From an optimization exercise on the open Yosys and OpenROAD flow, aimed at small area and few clock cycles; shortcuts taken in it are not production practice. Function was checked by simulation only, so behaviour that the tests miss may differ from the original. Power is estimated from default activity; no workload was simulated.

==> flow/design.v <==
package lpse_pkg;
	localparam logic       CFG_HUE_MODE  = 1'b0;
	localparam logic       CFG_GRB_ORDER = 1'b1;
	localparam logic [7:0] HUE_SPAN      = 8'd43;
	localparam logic [3:0] LAST_PIX_IDX  = 4'd11;
	localparam logic [3:0] LAST_LATCH_IDX = 4'd14;
	localparam logic [3:0] LAST_STEP     = 4'd11;
endpackage
module led_pixel_spi_encoder_core (
	input  logic                 clk,
	input  logic                 arst_n,
	input  logic                 psel,
	input  logic                 penable,
	input  logic                 pwrite,
	input  logic [2:0]           paddr,
	input  logic [31:0]          pwdata,
	output logic [31:0]          prdata,
	output logic                 pready,
	input  logic                 pix_valid,
	output logic                 pix_stall,
	input  logic [24:0]          pix,
	output logic                 spi_valid,
	input  logic                 spi_stall,
	output logic [8:0]           spi
);
	logic hue_mode_q, grb_order_q;
	assign pready = 1'b1;
	always_ff @(posedge clk or negedge arst_n) begin
		if (!arst_n) begin
			hue_mode_q  <= 1'b0;
			grb_order_q <= 1'b1;
		end else if (psel && penable && pwrite) begin
			if (paddr[2] == lpse_pkg::CFG_GRB_ORDER) grb_order_q <= pwdata[0];
			else                                     hue_mode_q  <= pwdata[0];
		end
	end
	assign prdata = {31'd0, (paddr[2] == lpse_pkg::CFG_GRB_ORDER) ? grb_order_q : hue_mode_q};
	logic [7:0] h_i, s_i, v_i;
	logic       last_i;
	assign h_i    = pix[24:17];
	assign s_i    = pix[16:9];
	assign v_i    = pix[8:1];
	assign last_i = pix[0];
	logic [2:0] rgn;
	logic [7:0] rem, rem_sel, rem_q;
	function automatic logic ge_const(input logic [7:0] a, input logic [7:0] k);
		logic g;
		g = 1'b1;
		for (int i = 0; i < 8; i++) g = k[i] ? (a[i] && g) : (a[i] || g);
		ge_const = g;
	endfunction
	function automatic logic [9:0] add3(input logic [9:0] a, input logic [9:0] b,
			input logic [9:0] c);
		logic [9:0] s, cy, r;
		logic       k;
		s  = a ^ b ^ c;
		cy = {((a[8:0] & b[8:0]) | (a[8:0] & c[8:0]) | (b[8:0] & c[8:0])), 1'b0};
		k  = 1'b0;
		for (int i = 0; i < 10; i++) begin
			r[i] = s[i] ^ cy[i] ^ k;
			k    = (s[i] & cy[i]) | (s[i] & k) | (cy[i] & k);
		end
		add3 = r;
	endfunction
	function automatic logic [9:0] add3_csel(input logic [9:0] a, input logic [9:0] b,
			input logic [9:0] c);
		logic [9:0] s, cy, r, r0, r1;
		logic       k, k0, k1;
		s  = a ^ b ^ c;
		cy = {((a[8:0] & b[8:0]) | (a[8:0] & c[8:0]) | (b[8:0] & c[8:0])), 1'b0};
		k  = 1'b0;
		for (int i = 0; i < 6; i++) begin
			r[i] = s[i] ^ cy[i] ^ k;
			k    = (s[i] & cy[i]) | (s[i] & k) | (cy[i] & k);
		end
		k0 = 1'b0;
		k1 = 1'b1;
		r0 = '0;
		r1 = '0;
		for (int i = 6; i < 10; i++) begin
			r0[i] = s[i] ^ cy[i] ^ k0;
			k0    = (s[i] & cy[i]) | (s[i] & k0) | (cy[i] & k0);
			r1[i] = s[i] ^ cy[i] ^ k1;
			k1    = (s[i] & cy[i]) | (s[i] & k1) | (cy[i] & k1);
		end
		r[9:6] = k ? r1[9:6] : r0[9:6];
		add3_csel = r;
	endfunction
	logic [4:0] ge;
	logic [6:0] neg_rgn;
	logic [9:0] rem3;
	always_comb begin
		ge[0] = ge_const(h_i, 8'(1 * lpse_pkg::HUE_SPAN));
		ge[1] = ge_const(h_i, 8'(2 * lpse_pkg::HUE_SPAN));
		ge[2] = ge_const(h_i, 8'(3 * lpse_pkg::HUE_SPAN));
		ge[3] = ge_const(h_i, 8'(4 * lpse_pkg::HUE_SPAN));
		ge[4] = ge_const(h_i, 8'(5 * lpse_pkg::HUE_SPAN));
		rgn[2] = ge[3];
		rgn[1] = ge[1] && !ge[3];
		rgn[0] = (ge[0] && !ge[1]) || (ge[2] && !ge[3]) || ge[4];
		unique case (rgn)
			3'd0:    neg_rgn = 7'd0;
			3'd1:    neg_rgn = 7'd127;
			3'd2:    neg_rgn = 7'd126;
			3'd3:    neg_rgn = 7'd125;
			3'd4:    neg_rgn = 7'd124;
			default: neg_rgn = 7'd123;
		endcase
		rem3    = add3({3'd0, h_i[6:0]}, {3'd0, h_i[5:0], 1'b0}, {3'd0, neg_rgn});
		rem     = {rem3[6:0], 1'b0};
		rem_sel = rgn[0] ? rem : ~rem;
	end
	always_ff @(posedge clk) begin
		rem_q <= rem_sel;
	end
	logic        busy_q, last_q, ok_q;
	logic [3:0]  cnt_q;
	logic [23:0] word_q;
	logic [7:0]  acc_q;
	logic        adv, ok, fin, ser_done, take, conv, wr;
	logic [3:0]  cnt_inc;
	logic        cnt_ge11;
	assign cnt_inc  = {cnt_q[3] ^ (&cnt_q[2:0]), cnt_q[2] ^ (&cnt_q[1:0]), cnt_q[1] ^ cnt_q[0], !cnt_q[0]};
	assign cnt_ge11 = cnt_q[3] && (cnt_q[2] || (cnt_q[1] && cnt_q[0]));
	assign fin      = (cnt_q == (last_q ? lpse_pkg::LAST_LATCH_IDX : lpse_pkg::LAST_PIX_IDX));
	assign ser_done = busy_q && !spi_stall && fin;
	assign ok       = (cnt_q == 4'd0) ? pix_valid : ok_q;
	assign conv     = !hue_mode_q || (ok && cnt_ge11);
	assign take     = pix_valid && conv && (busy_q ? ser_done : 1'b1);
	assign pix_stall = !take;
	assign adv      = busy_q ? !spi_stall : (pix_valid && hue_mode_q);
	assign wr       = adv && hue_mode_q && !cnt_ge11;
	always_ff @(posedge clk or negedge arst_n) begin
		if (!arst_n) begin
			busy_q <= 1'b0;
			cnt_q  <= '0;
		end else if (take) begin
			busy_q <= 1'b1;
			cnt_q  <= '0;
		end else if (ser_done || (!busy_q && !pix_valid)) begin
			busy_q <= 1'b0;
			cnt_q  <= '0;
		end else if (adv) begin
			cnt_q  <= cnt_inc;
		end
	end
	always_ff @(posedge clk) begin
		if (take) begin
			last_q <= last_i;
			ok_q   <= 1'b0;
		end else if (ser_done || (!busy_q && !pix_valid)) begin
			ok_q   <= 1'b0;
		end else if (adv) begin
			ok_q   <= ok;
		end
	end
	logic [1:0] ph, pr;
	logic [7:0] mcand, mplier, acc_in, prod;
	logic [1:0] mbits, s_pair, w_pair;
	logic [9:0] sum;
	always_comb begin
		ph = cnt_q[3] ? 2'd2 : {1'b0, cnt_q[2]};
		pr = (cnt_q[3] && cnt_q[2]) ? 2'd3 : cnt_q[1:0];
		unique case (ph)
			2'd0:    begin mcand = v_i;   mplier = ~s_i;          acc_in = acc_q;        end
			2'd1:    begin mcand = rem_q; mplier = s_i;           acc_in = word_q[23:16]; end
			default: begin mcand = v_i;   mplier = ~word_q[23:16]; acc_in = word_q[15:8];  end
		endcase
		if (pr == 2'd0) acc_in = 8'd0;
		s_pair = s_i[{pr, 1'b0} +: 2];
		w_pair = word_q[{2'd2, pr, 1'b0} +: 2];
		mbits  = (ph == 2'd2) ? ~w_pair : (s_pair ^ {2{ph == 2'd0}});
		sum   = add3_csel({2'b00, acc_in}, {2'b00, mcand & {8{mbits[0]}}},
			{1'b0, mcand & {8{mbits[1]}}, 1'b0});
		prod  = sum[9:2];
	end
	always_ff @(posedge clk) begin
		if (wr && ph == 2'd0) acc_q <= prod;
	end
	logic [1:0] r_s, g_s, b_s;       
	logic [1:0] c0_s, c1_s, c2_s;    
	logic [7:0] oth0, oth1, oth2;
	logic [2:0] qt_sel;
	always_comb begin
		unique case (rgn)
			3'd0:    begin r_s = 2'd0; g_s = 2'd2; b_s = 2'd1; end
			3'd1:    begin r_s = 2'd2; g_s = 2'd0; b_s = 2'd1; end
			3'd2:    begin r_s = 2'd1; g_s = 2'd0; b_s = 2'd2; end
			3'd3:    begin r_s = 2'd1; g_s = 2'd2; b_s = 2'd0; end
			3'd4:    begin r_s = 2'd2; g_s = 2'd1; b_s = 2'd0; end
			default: begin r_s = 2'd0; g_s = 2'd1; b_s = 2'd2; end
		endcase
		if (s_i == 8'd0) begin
			r_s = 2'd0; g_s = 2'd0; b_s = 2'd0;
		end
		c0_s = grb_order_q ? g_s : r_s;
		c1_s = grb_order_q ? r_s : g_s;
		c2_s = b_s;
		if (hue_mode_q) begin
			oth0 = (c0_s == 2'd1) ? acc_q : v_i;
			oth1 = (c1_s == 2'd1) ? acc_q : v_i;
			oth2 = (c2_s == 2'd1) ? acc_q : v_i;
			qt_sel = {c0_s == 2'd2, c1_s == 2'd2, c2_s == 2'd2};
		end else begin
			oth0 = grb_order_q ? s_i : h_i;
			oth1 = grb_order_q ? h_i : s_i;
			oth2 = v_i;
			qt_sel = 3'b000;
		end
	end
	always_ff @(posedge clk) begin
		if (take || (wr && ph == 2'd1)) begin
			word_q[23:16] <= (take && !qt_sel[2]) ? oth0 : prod;
		end
		if (take || (wr && ph == 2'd2)) begin
			word_q[15:8]  <= (take && !qt_sel[1]) ? oth1 : prod;
		end
		if (take) begin
			word_q[7:0]   <= qt_sel[0] ? prod : oth2;
		end
	end
	logic [1:0] bits;
	logic       latch_byte;
	always_comb begin
		unique case (cnt_q)
			4'd0:    bits = word_q[23:22];
			4'd1:    bits = word_q[21:20];
			4'd2:    bits = word_q[19:18];
			4'd3:    bits = word_q[17:16];
			4'd4:    bits = word_q[15:14];
			4'd5:    bits = word_q[13:12];
			4'd6:    bits = word_q[11:10];
			4'd7:    bits = word_q[9:8];
			4'd8:    bits = word_q[7:6];
			4'd9:    bits = word_q[5:4];
			4'd10:   bits = word_q[3:2];
			4'd11:   bits = word_q[1:0];
			default: bits = 2'b00;
		endcase
	end
	assign latch_byte = cnt_q[3] && cnt_q[2];
	assign spi_valid  = busy_q;
	assign spi = {!latch_byte, bits[1], 2'b00, !latch_byte, bits[0],
		2'b00, fin};
endmodule
==> flow/flow/run.sh <==
#!/bin/bash
# Standard ORFS layout with three changes: the port buffers use the smallest buffer cell, the
# buffers synthesis inserted are removed at floorplan (timing-driven global placement, which
# would otherwise remove them, is off in config.mk), and clock tree synthesis inserts no dummy
# loads.
set -euo pipefail
export BUFFER_PORTS_ARGS="-buffer_cell sky130_fd_sc_hd__buf_1"
export REMOVE_ABC_BUFFERS=1
export CTS_ARGS="-sink_clustering_enable -repair_clock_nets -buf_list sky130_fd_sc_hd__clkbuf_8 -dont_use_dummy_load"
bash standard.sh > standard_flow.log 2>&1
==> flow/standard.sh <==
#!/bin/bash
# synth_recipe.tcl (not shown) runs the flow's synth.tcl, then flattens the netlist and writes it again
# the make line also repeats each setting of config.mk as NAME=value (left out here)
make -C /OpenROAD-flow-scripts/flow DESIGN_CONFIG=/design/flow/config.mk WORK_HOME=/design/flow/orfs CLKGATE_MAP_FILE= SYNTH_SCRIPT=/design/flow/synth_recipe.tcl "${@:-finish}"
==> flow/config.mk <==
export PLATFORM = sky130hd
export DESIGN_NAME = led_pixel_spi_encoder_core
export DESIGN_NICKNAME = led_pixel_spi_encoder_core
export VERILOG_FILES = /design/flow/design.v
export SDC_FILE = /design/flow/constraint.sdc
export NUM_CORES = 4
export LEC_CHECK = 0
export CAP_MARGIN = 20
export CORE_MARGIN = 2
export CORE_UTILIZATION = 50
export CTS_BUF_LIST = sky130_fd_sc_hd__clkbuf_8
export GPL_TIMING_DRIVEN = 0
export SETUP_SLACK_MARGIN = 0
export SLEW_MARGIN = 20
==> flow/constraint.sdc <==
create_clock -name core_clock -period 5.5 [get_ports {clk}]
set_input_delay 1.1000 -clock core_clock [delete_from_list [all_inputs] [get_ports {clk}]]
set_output_delay 1.1000 -clock core_clock [all_outputs]
set_load 0.01 [all_outputs]
==> summary.txt, run 1 <==
| Metric | Reported |
|---|---|
| Result of the run | complete, no violations |
| Fraction of layout cells with a size suffix above 1 | 0.0928 |
| Detailed router's first-iteration violation count | 294 |
| Storage element area | 1350 µm² |
| Layout-stage area growth over the synthesis result | 5.84% |
| Sequential-to-total area share from yosys stat | 0.297 |
| Endpoints failing setup | 0 |
| Initial core utilization | 0.519 |
| Number of synthesized register bits | 49 |
| Path category of the worst min-delay check | flop to flop |
| Final Total Pwr | 0.00374 W |
| Core footprint | 8760 µm² |
| Length of the first detailed-routing pass in iterations | 5 |
| Count of warnings emitted by yosys | 1 |
| Leak | 1.95 nW |
| Remaining DRCs | 0 |
| Total half-perimeter wirelength after legalization and detailed placement | 9850 µm |
| Detailed-route wire length per cell | 20.7 µm |
| Power Density | 777 nW/µm² |
| Final Routed Wirelength | 13,100 µm |
| Footprint of the multi-input gates | 2910 µm² |
| Upper clock frequency limit | 0.188 GHz |
| Final worst clock skew | 0.0219 ns |
| Nets | 633 |
| Max Buffers Root-to-Sink | 2 |
| Number of enable flip-flop cells after synthesis | 33 |
| N_diodes | 0 |
| Width of the die | 99.3 µm |
| Routability Congestion | 0.926 |
| Post-synthesis instance area | 4540 µm² |
| Worst slack, placed | -1.14 ns |
| Vias in the first global route | 3,693 |
| Die boundary height | 99.3 µm |
| Average vias per placed instance | 6.05 |
| GRT Util Overall | 0.271 |
| Worst slew margin relative to its limit | 0.268 |
| Average cell area after synthesis | 9.14 µm² |
| Antenna violations before repair | 0 |
| Internal | 0.00195 W |
| Kind of start point of the critical path | input pin |
| Number of standard cells after synthesis | 497 |
| Count of input and output buffers | 41 |
| Number of library cell types mapped by synthesis | 64 |
| H-Tree Level Count | 2 |
| Flop pwr share | 0.259 |
| Setup crit end kind | flop |
| Final critical-path share of the clock period | 0.969 |
| Filler cell count | 839 |
| Clock Latency Late Sink | 0.31 ns |
| Combinational fraction of design power | 0.687 |
| Detail Route Antenna Nets | 0 |
| Arr. time, crit path | 5.37 ns |
| Max VDD drop | 0.518 mV |
| Unrepaired setup endpoints after global routing | no |
| Pin count of the biggest net entering global routing | 36 |
| Worst-margin pin slew | 1.09 ns |
| Final number of hold-violating endpoints | 0 |
| Switching Fraction | 0.479 |
| Ports placed on the boundary | 111 |
| Required time worst endpoint | 5.54 ns |
| Number of maximum-capacitance violations | 0 |
| Relative contribution of the clock network to total power | 0.054 |
| Net Sw Power | 0.00179 W |
| Number of cells on the worst hold path | 2 |
| Max-slew violation count | 0 |
| Worst setup slack after layout | 0.169 ns |
| Final worst path period need | 5.33 ns |
| Die Area | 9870 µm² |
| Wire length of the first global-routing pass | 20,600 µm |
| Number of cells on the worst reg-to-reg path | 17 |
| Total clock buffers created by CTS | 5 |
| Commonest register cell after synthesis | edfxtp_1 |
| Clock tree from TritonCTS | yes |
| Library cell used as clock root buffer | clkbuf_8 |
| Largest fanout on the critical path | 4 |
| Grt ovf | 0 |
| Vias post-DR | 3,848 |
| Share of synthesized flip-flops with an asynchronous set or reset | 0.143 |
| Clock slew at the register clock pins of the worst setup and hold paths | 0.10 ns |
| Cell Rows | 34 |
| Worst setup path category | input pin to flop |
| Clock sink count | 49 |
[final timing paths]
path | from | end | slack, ns
max in group asynchronous | arst_n | grb_order_q | 4.45
max | pix[11] | word_q[14] | 0.17
min | ok_q | ok_q | 0.51
max reg2reg | cnt_q[0] | word_q[14] | 0.20
min in group asynchronous | arst_n | cnt_q[0] | 0.70
min reg2reg | ok_q | ok_q | 0.51
[power by group through the flow]
stage               registers (W)  clock network, W  logic, W
finish                   0.000969          0.000202   0.00257
CTS                      0.000960          0.000204   0.00249
global placement         0.000973                 0   0.00221
detailed placement       0.000966                 0   0.00229
floorplan                0.000900                 0   0.00169
global route             0.000988          0.000217   0.00285
[sequential cells by signal, summed over array words and instances, names as in the netlist]
name / cells
rem_q: 8
cnt_q: 4
last_q: 1
hue_mode_q: 1
busy_q: 1
acc_q: 8
ok_q: 1
grb_order_q: 1
word_q: 24
[repair_timing]
action,in CTS,in global routing
setup buffers,4,0
hold buffers,0,0
gates resized for setup,14,4
endpoints found under the setup margin,20,13
pin swaps,5,8
[cell usage after synthesis, drive strengths merged, types with 2 or more instances]
library cell  number  area [µm²]
buf               45         320
xnor2             10        87.6
o2111ai            8        70.1
nor3               3        15.0
edfxtp            33         991
or2                3        18.8
xor2               7        61.3
a221oi             3        32.5
o311ai             2        17.5
o21a               2        15.0
o21bai             8        60.1
nand2             33         124
nor2b              9        56.3
a22oi              6        45.0
and3               2        12.5
nor4               2        12.5
and2               4        25.0
mux2i             39         390
a211oi            12         100
a22o               4        35.0
nand2b             2        12.5
clkbuf            14        52.6
mux2               2        22.5
inv               30         113
a21oi             29         145
o22ai              2        12.5
ha                16         200
o41ai              7        76.3
fa                20         400
o211ai             8        60.1
conb               2        7.51
o21ai             24         131
or3b               2        17.5
dfxtp              9         180
a21o               2        15.0
nand3              8        40.0
nand3b             3        22.5
dfrtp              6         150
or4                2        22.5
nor2              60         230
[placed cells by master, fill, tap and decap left out, drive strengths merged, types with 5 or more instances in the layout]
master	netlist	final
fa	20	20
a211oi	12	12
o21bai	8	8
clkbuf	14	5
inv	30	30
o2111ai	8	8
xor2	7	7
mux2i	39	39
o41ai	7	7
nor2b	9	9
xnor2	10	10
nand2	33	33
ha	16	16
a21oi	29	29
conb	2	36
dfrtp	6	6
nor2	60	60
edfxtp	33	33
o211ai	8	8
buf	45	51
dfxtp	9	9
o21ai	24	24
a22oi	6	6
nand3	8	8
[cells by family (layout without fill, tap and decap cells)]
kind of cell,Yosys count,in the layout,share of synthesized area
AND/OR/NAND/NOR,135,135,0.139
AO/OA/AOI/OAI,128,128,0.200
buffers and inverters,89,86,0.107
flip-flops,49,49,0.297
multiplexers,41,41,0.0909
adder cells (fa/ha/maj),36,36,0.132
XOR/XNOR,17,17,0.0328
other,2,36,0.00165
[layer usage]
layer | GRT usage | vias up | part of all wire
li1 | - | 1769 | -
met1 | 0.378 | 1881 | 0.43
met2 | 0.445 | 170 | 0.49
met3 | 0.0302 | 28 | 0.066
met4 | 0.0864 | 0 | 0.023
met5 | 0 | - | 0
[through the flow]
| step | TNS, ns | util | cells | hold slack, ns | area (µm²) |
|---|---|---|---|---|---|
| 2_1_floorplan | -0.0824 | - | 472 | 0.464 | 4300 |
| 3_3_place_gp | -14.49 | 0.524 | 621 | 0.484 | 4590 |
| 3_5_place_dp | -14.79 | 0.529 | 626 | 0.499 | 4630 |
| 4_1_cts | 0 | 0.545 | 635 | 0.521 | 4780 |
| 5_1_grt | 0 | 0.549 | 636 | 0.576 | 4810 |
| 6_report | 0 | 0.549 | 636 | 0.511 | 4810 |
[final cells by class]
| class | count | area share |
|---|---|---|
| multi-input combinational | 393 | 0.605 |
| sequential | 49 | 0.281 |
| timing repair buffer | 51 | 0.0481 |
| tap | 108 | 0.0281 |
| inverter | 30 | 0.0234 |
| clock buffer | 5 | 0.0143 |
[critical path, cell delays in order]
cell,delay [ns]
buf_1,0.13
mux2_2,0.29
o22ai_1,0.12
a21oi_1,0.09
xnor2_1,0.29
o21ai_4,0.12
buf_4,0.19
nor2_1,0.13
fa_1,0.48
fa_2,0.42
fa_2,0.36
fa_2,0.41
fa_2,0.39
nor2_2,0.11
a21oi_2,0.07
a21oi_4,0.19
xor2_2,0.21
inv_1,0.09
nand2_1,0.08
o41ai_2,0.09
Testbench counts, summed over its fixed seeds: cycles 26,240.
==> run 2: changes to the inputs <==
--- a/flow/config.mk
+++ b/flow/config.mk
@@ -7,8 +7,8 @@
 export LEC_CHECK = 0
 export CAP_MARGIN = 20
 export CORE_MARGIN = 2
-export CORE_UTILIZATION = 50
+export CORE_UTILIZATION = 40
 export CTS_BUF_LIST = sky130_fd_sc_hd__clkbuf_8
 export GPL_TIMING_DRIVEN = 0
-export SETUP_SLACK_MARGIN = 0
+export SETUP_SLACK_MARGIN = 0.05
 export SLEW_MARGIN = 20
==> summary.txt, run 2 <==
| Metric | Reported | Change |
|---|---|---|
| Result of the run | complete, no violations | unchanged |
| Vias in the first global route | 3,831 | was 3,693 |
| Number of buffer and inverter stages on the critical path | 1 | was 3 |
| Count of input and output buffers | 41 | unchanged |
| Number of maximum-capacitance violations | 0 | unchanged |
| Final worst path period need | 5.26 ns | was 5.33 ns |
| Arr. time, crit path | 5.30 ns | was 5.37 ns |
| Number of cells on the worst hold path | 2 | unchanged |
| Leading cell type in the layout, fill and taps excluded | nor2_1 | unchanged |
| Dominant cell type by area after synthesis | edfxtp_1 | unchanged |
| H-Tree Level Count | 2 | unchanged |
| Final worst clock skew | 0.0210 ns | was 0.0219 ns |
| Die Area | 12,200 µm² | was 9870 µm² |
| Cell with the most instances after synthesis | nor2_1 | unchanged |
| Final Routed Wirelength | 13,400 µm | was 13,100 µm |
| Clock sink count | 49 | unchanged |
| Worst slew margin relative to its limit | 0.214 | was 0.268 |
| Filler cell count | 1,090 | was 839 |
| Library cell used as clock root buffer | clkbuf_8 | unchanged |
| Highest cell delay on the worst timing path | 0.71 ns | was 0.48 ns |
| Clock tree from TritonCTS | yes | unchanged |
| Setup crit end kind | flop | unchanged |
| Worst-margin pin slew | 1.17 ns | was 1.09 ns |
| Nets | 634 | was 633 |
| Endpoints failing setup | 0 | unchanged |
| Max Buffers Root-to-Sink | 2 | unchanged |
| Antenna violations before repair | 1 | was 0 |
| Power Density | 780 nW/µm² | was 777 nW/µm² |
| Average cell area after synthesis | 9.14 µm² | unchanged |
| Vias post-DR | 3,876 | was 3,848 |
| Length of the first detailed-routing pass in iterations | 5 | unchanged |
| Worst-path cell chain | nand2b_1 -> mux2i_1 -> nor2_2 -> fa_1 -> o21ai_0 -> nor4_1 -> fa_2 -> fa_2 -> fa_2 -> fa_2 -> nor2_2 -> a21oi_2 -> a21oi_2 -> xor2_1 -> inv_1 -> nand2_1 -> o41ai_2 | was buf_1 -> mux2_2 -> o22ai_1 -> a21oi_1 -> xnor2_1 -> o21ai_4 -> buf_4 -> nor2_1 -> fa_1 -> fa_2 -> fa_2 -> fa_2 -> fa_2 -> nor2_2 -> a21oi_2 -> a21oi_4 -> xor2_2 -> inv_1 -> nand2_1 -> o41ai_2 |
| Remaining DRCs | 0 | unchanged |
| Total clock buffers created by CTS | 5 | unchanged |
| Die boundary height | 111 µm | was 99.3 µm |
| Routability Congestion | 0.905 | was 0.926 |
| Required time worst endpoint | 5.55 ns | was 5.54 ns |
| Most Frequent Cell on Critical Path | fa_2 | unchanged |
| Final critical-path share of the clock period | 0.956 | was 0.969 |
| Worst setup path category | flop to flop | was input pin to flop |
| Number of cells on the worst reg-to-reg path | 17 | unchanged |
| Detailed-route wire length per cell | 20.0 µm | was 20.7 µm |
| Total half-perimeter wirelength after legalization and detailed placement | 10,100 µm | was 9850 µm |
| Average vias per placed instance | 5.79 | was 6.05 |
| Max VDD drop | 0.338 mV | was 0.518 mV |
| Kind of start point of the critical path | flop | was input pin |
| Detailed router's first-iteration violation count | 352 | was 294 |
| Core footprint | 11,000 µm² | was 8760 µm² |
| Width of the die | 111 µm | was 99.3 µm |
| Number of synthesized register bits | 49 | unchanged |
| Number of flip-flops under the largest register name | 24 | unchanged |
| Clock Latency Late Sink | 0.32 ns | was 0.31 ns |
| TNS Setup | 0 ns | unchanged |
| Post-synthesis instance area | 4540 µm² | unchanged |
| Sequential-to-total area share from yosys stat | 0.297 | unchanged |
| Post-route standard cell area excluding fillers | 4850 µm² | was 4810 µm² |
| Cell Rows | 38 | was 34 |
| Leading cell types in the layout, fill and taps excluded | 54 x nor2_1, 40 x buf_1, 39 x mux2i_1 | was 55 x nor2_1, 41 x buf_1, 39 x mux2i_1 |
| Initial core utilization | 0.414 | was 0.519 |
| Final number of hold-violating endpoints | 0 | unchanged |
| Layout-stage area growth over the synthesis result | 6.64% | was 5.84% |
| Wire length of the first global-routing pass | 21,100 µm | was 20,600 µm |
| Registers with the most flip-flops | word_q: 24 flops, acc_q: 8 flops, rem_q: 8 flops | unchanged |
| Largest fanout on the critical path | 37 | was 4 |
| Commonest register cell after synthesis | edfxtp_1 | unchanged |
| Pin count of the biggest net entering global routing | 38 | was 36 |
| Unrepaired setup endpoints after global routing | yes | was no |
| Number of standard cells after synthesis | 497 | unchanged |
| Most used standard cells in the synthesized netlist | 58 x nor2_1, 39 x mux2i_1, 38 x buf_4, 33 x edfxtp_1, 33 x nand2_1 | unchanged |
| Leak | 1.95 nW | about the same |
| Upper clock frequency limit | 0.190 GHz | was 0.188 GHz |
| Top cell type's share of synthesized area | 0.218 | unchanged |
| Largest Register | word_q | unchanged |
| Count of warnings emitted by yosys | 1 | unchanged |
| Grt ovf | 0 | unchanged |
| Share of synthesized flip-flops with an asynchronous set or reset | 0.143 | unchanged |
| Fraction of layout cells with a size suffix above 1 | 0.0983 | was 0.0928 |
| N_diodes | 0 | unchanged |
| Number of library cell types mapped by synthesis | 64 | unchanged |
| Max-slew violation count | 0 | unchanged |
| Critical path depth in cells | 17 | was 20 |
| Detail Route Antenna Nets | 0 | unchanged |
| Clock slew at the register clock pins of the worst setup and hold paths | 0.10 ns | about the same |
| CTS Hold Bufs | 0 | unchanged |
| Standard cell area after detailed placement | 4670 µm² | was 4630 µm² |
| Number of enable flip-flop cells after synthesis | 33 | unchanged |
| Path category of the worst min-delay check | flop to flop | unchanged |
| CP top delay family | adder cells | unchanged |
| Top post-synthesis cells by area | edfxtp_1 22%, fa_1 8.8%, mux2i_1 8.6%, buf_4 6.3%, nor2_1 4.8% | unchanged |
| Ports placed on the boundary | 111 | unchanged |
| GRT Util Overall | 0.220 | was 0.271 |
| CP max stage cell | dfrtp_4 | was fa_1 |
run 2: cell counts after synthesis:
Identical to the previous run, type by type.
run 2: routing by layer:
layer | vias to the layer above | GRT usage | wire, µm | part of all wire
met1 | 1866 | 0.292 | 5490 | 0.41
met5 | - | 0 | 0 | 0
met3 | 32 | 0.0335 | 1200 | 0.089
met2 | 210 | 0.361 | 6250 | 0.47
li1 | 1768 | - | - | -
met4 | 0 | 0.0892 | 468 | 0.035
run 2: worst paths after layout:
kind / to / slack [ns] / startpoint
setup reg to reg: word_q[14] / 0.24 / cnt_q[3]
max in group asynchronous: grb_order_q / 4.42 / arst_n
setup / recovery: word_q[14] / 0.24 / cnt_q[3]
hold / removal: ok_q / 0.51 / ok_q
min in group asynchronous: busy_q / 0.70 / arst_n
hold reg to reg: ok_q / 0.51 / ok_q
run 2: worst min-delay path, delay by kind of cell, from the launching register on:
kind	cells	cell delay, ns
AND/OR/NAND/NOR	1	0.07
multiplexers	1	0.07
flip-flops	1	0.34
run 2: cells by family (layout without fill, tap and decap cells):
kind of cell             Yosys count  count (layout)  share of synthesized area
AND/OR/NAND/NOR                  135             135                      0.139
flip-flops                        49              49                      0.297
adder cells (fa/ha/maj)           36              36                      0.132
other                              2              36                    0.00165
AO/OA/AOI/OAI                    128             128                      0.200
multiplexers                      41              41                     0.0909
buffers and inverters             89              87                      0.107
XOR/XNOR                          17              17                     0.0328
run 2: cell type report:
type	count	area, µm²	area share
Clock buffer	5	68.8	0.0142
Timing Repair Buffer	52	239	0.0493
Tap cell	140	175	0.0361
Sequential cell	49	1350	0.279
Inverter	30	113	0.0232
Multi-Input combinational cell	393	2900	0.598
run 2: timing repair:
item	in CTS	in global routing
pin swaps	4	5
buffers inserted	3	3
resized for setup	13	5
endpoints found under the setup margin	20	11
run 2: power by group:
part,total (W),internal (W),switching (W)
registers,0.000986,0.000778,0.000208
logic,0.00259,0.00111,0.00147
clock network,0.000207,0.0000825,0.000124
total,0.00378,0.00197,0.00181
run 2: stage by stage:
step	util	setup slack (ns)	instances	hold WS (ns)	total power [W]
6_report	0.441	0.244	669	0.507	0.00378
5_1_grt	0.441	0.0212	669	0.548	0.00407
4_1_cts	0.437	0.0874	666	0.511	0.00363
3_5_place_dp	0.425	-0.968	658	0.489	0.00326
3_3_place_gp	0.421	-0.959	653	0.481	0.00317
2_1_floorplan	-	-0.0824	472	0.464	0.00259

## separate check: timing with driven ports
The flow's constraints put no driver on any port. The routed layouts listed below were extracted and timed again, unchanged, in two steps.
Step 1 sets driving cells, clkbuf_16 on the clock port and buf_2 on the other inputs (assumed; they add their load-dependent delay and slew).
Step 2 also shifts input and output timing later by t, the mid clock arrival at the registers, as if the neighbouring blocks saw the same clock.
Three values: ideal, step 1, step 2; two values: the first two.
| run | t, ns | slack for setup (ns) | worst setup path after step 2 | worst data-port slew with drivers (ns) |
|---|---|---|---|---|
| run 1 | 0.332 | 0.169 / 0.185 / -0.147 | input to register | 0.04 |
| run 2 | 0.345 | 0.244 / 0.244 / -0.070 | input to register | 0.04 |
Met with ideal ports but missed after step 2: setup timing in run 1 and run 2. For run 1, which loses most, drivers alone change the setup slack by +0.016 ns; drivers and shift together by -0.316 ns.
